Background: an optimization exercise with open tools, aiming at small area, a short achievable clock period and few clock cycles. Do not read the settings as production practice.
Only simulation tests tie the RTL to the original design; equivalence was not proved.
Power and IR drop assume default switching activity.

// stepper_step_pulse_generator
module stepper_step_pulse_generator #(
  parameter int PERIOD_BITS = 24
) (
  input  logic        clk,
  input  logic        rst_n,
  input  logic        in_valid,
  output logic        in_ready,
  input  logic [2:0]  in_req_type,
  input  logic [23:0] in_velocity,
  input  logic [31:0] in_step_value,
  output logic        out_valid,
  input  logic        out_ready,
  output logic        out_step_level,
  output logic        out_dir_level,
  output logic        out_enable_n,
  output logic [31:0] out_position,
  output logic        out_is_moving,
  output logic [23:0] out_period_out,
  input  logic        psel,
  input  logic        penable,
  input  logic        pwrite,
  input  logic [3:0]  paddr,
  input  logic [31:0] pwdata,
  output logic [31:0] prdata,
  output logic        pready
);
Settings: LEC_CHECK=0, CAP_MARGIN=20, CORE_MARGIN=2, CORE_UTILIZATION=40, SETUP_SLACK_MARGIN=4.8, SLEW_MARGIN=20; clock period 9.0 ns.
standard.sh (not shown) runs the stock make flow with config.mk's settings and CLKGATE_MAP_FILE= SYNTH_SCRIPT=/design/flow/synth_recipe.tcl, a recipe that flattens the netlist after the stock synthesis.
==> flow/flow/run.sh <==
#!/bin/bash
# The standard layout (standard.sh), with the port buffers that buffer_ports
# inserts on every input and output made the platform's two-strength buffer,
# sky130_fd_sc_hd__buf_2, instead of its default choice (clkdlybuf4s50_1).
# Timing repair still resizes any port buffer on a critical path.
set -euo pipefail
export BUFFER_PORTS_ARGS="-buffer_cell sky130_fd_sc_hd__buf_2"
bash standard.sh > standard.log 2>&1
Testbench counts at the start, summed over its fixed seeds: cycles 21,557.
Then changed:
==> flow/run.sh (new file) <==
#!/bin/bash
# synth_recipe.tcl (not shown) runs the flow's synth.tcl, then flattens the netlist and writes it again
# the make line also repeats each setting of config.mk as NAME=value (left out here)
make -C /OpenROAD-flow-scripts/flow DESIGN_CONFIG=/design/flow/config.mk WORK_HOME=/design/flow/orfs CLKGATE_MAP_FILE= SYNTH_SCRIPT=/design/flow/synth_recipe.tcl finish
Settings changed: CTS_CLUSTER_DIAMETER set to 100, CTS_CLUSTER_SIZE set to 20, SETUP_SLACK_MARGIN 4.8 to 4.9.
removed: flow/flow/run.sh
removed: flow/standard.sh
After rerunning: Clock-buffer cell count is lower by 21. Total power shrinks by 15%. Worst setup slack degrades by 26 ps. Wire length goes up by 2.4%. Die area stays the same. Sequential cell count is unchanged. Worst hold slack improves by 17 ps. Sequential power stays flat. Synthesized cell count is unchanged.
Then changed:
==> flow/flow/run.sh (new file) <==
#!/bin/bash
# The standard layout (standard.sh), with the port buffers that buffer_ports
# inserts on every input and output made the platform's smallest buffer,
# sky130_fd_sc_hd__buf_1, instead of its default choice (clkdlybuf4s50_1).
# Timing repair still resizes any port buffer on a critical path.
set -euo pipefail
export BUFFER_PORTS_ARGS="-buffer_cell sky130_fd_sc_hd__buf_1"
bash standard.sh > standard.log 2>&1
==> flow/standard.sh (new file) <==
#!/bin/bash
# synth_recipe.tcl (not shown) runs the flow's synth.tcl, then flattens the netlist and writes it again
# the make line also repeats each setting of config.mk as NAME=value (left out here)
make -C /OpenROAD-flow-scripts/flow DESIGN_CONFIG=/design/flow/config.mk WORK_HOME=/design/flow/orfs CLKGATE_MAP_FILE= SYNTH_SCRIPT=/design/flow/synth_recipe.tcl "${@:-finish}"
Settings changed: CTS_CLUSTER_DIAMETER 100 to not set, CTS_CLUSTER_SIZE 20 to not set, SETUP_SLACK_MARGIN 4.9 to 4.8.
removed: flow/run.sh
=> The new run finished clean; design area fell by 1.8%; area after synthesis does not change; via count is about the same; sequential cell count does not change; clock skew stays flat; hold slack is worse by 12 ps; power rose by 20%; non-clock buffer count fell by 17.
Then changed:
==> flow/run.sh (new file) <==
#!/bin/bash
# synth_recipe.tcl (not shown) runs the flow's synth.tcl, then flattens the netlist and writes it again
# the make line also repeats each setting of config.mk as NAME=value (left out here)
make -C /OpenROAD-flow-scripts/flow DESIGN_CONFIG=/design/flow/config.mk WORK_HOME=/design/flow/orfs CLKGATE_MAP_FILE= SYNTH_SCRIPT=/design/flow/synth_recipe.tcl finish
Settings changed: SETUP_SLACK_MARGIN 4.8 to 4.5.
removed: flow/flow/run.sh
removed: flow/standard.sh
=> The changed run passed the timing, design-rule and antenna checks. Combinational power barely changes. Clock-buffer cell count increases by 2. Cell count barely changes. Sequential power hardly moves. Via count increases by 0.49%. Worst hold slack loses 13 ps. Cell area came out higher by about 3.4%. First-iteration DRC count increases by 19%.

[port drivers added, routing unchanged]
The flow's constraints put no driver on any port. The routed layouts listed below were extracted and timed again, unchanged, in two steps.
Step 1 (the two cells are an assumption about what drives the block):
set clk [get_ports {clk}]
set_driving_cell -lib_cell sky130_fd_sc_hd__clkbuf_16 $clk
set_driving_cell -lib_cell sky130_fd_sc_hd__buf_2 [delete_from_list [all_inputs] $clk]
Step 2, shift: input delay + t, output delay - t, t = (earliest + latest rising clock arrival at the registers) / 2. This alone moves slack from input paths to output paths.
a / b / c = ideal ports / drivers / drivers and shift; a / b = the first two.
run | shift t [ns] | setup slack, ns | pins driven straight from the clock port
the first run | 0.633 | 4.745 / 4.704 / 4.361 | 1
the second run | 0.609 | 4.719 / 4.646 / 4.337 | 1
the third run | 0.623 | 4.724 / 4.685 / 4.344 | 1
the fourth run | 0.625 | 4.587 / 4.564 / 4.143 | 1
After both steps every run listed still meets setup and hold. The setup slack of the fourth run, which loses most, moves by -0.023 ns with the drivers and by -0.444 ns with both steps.
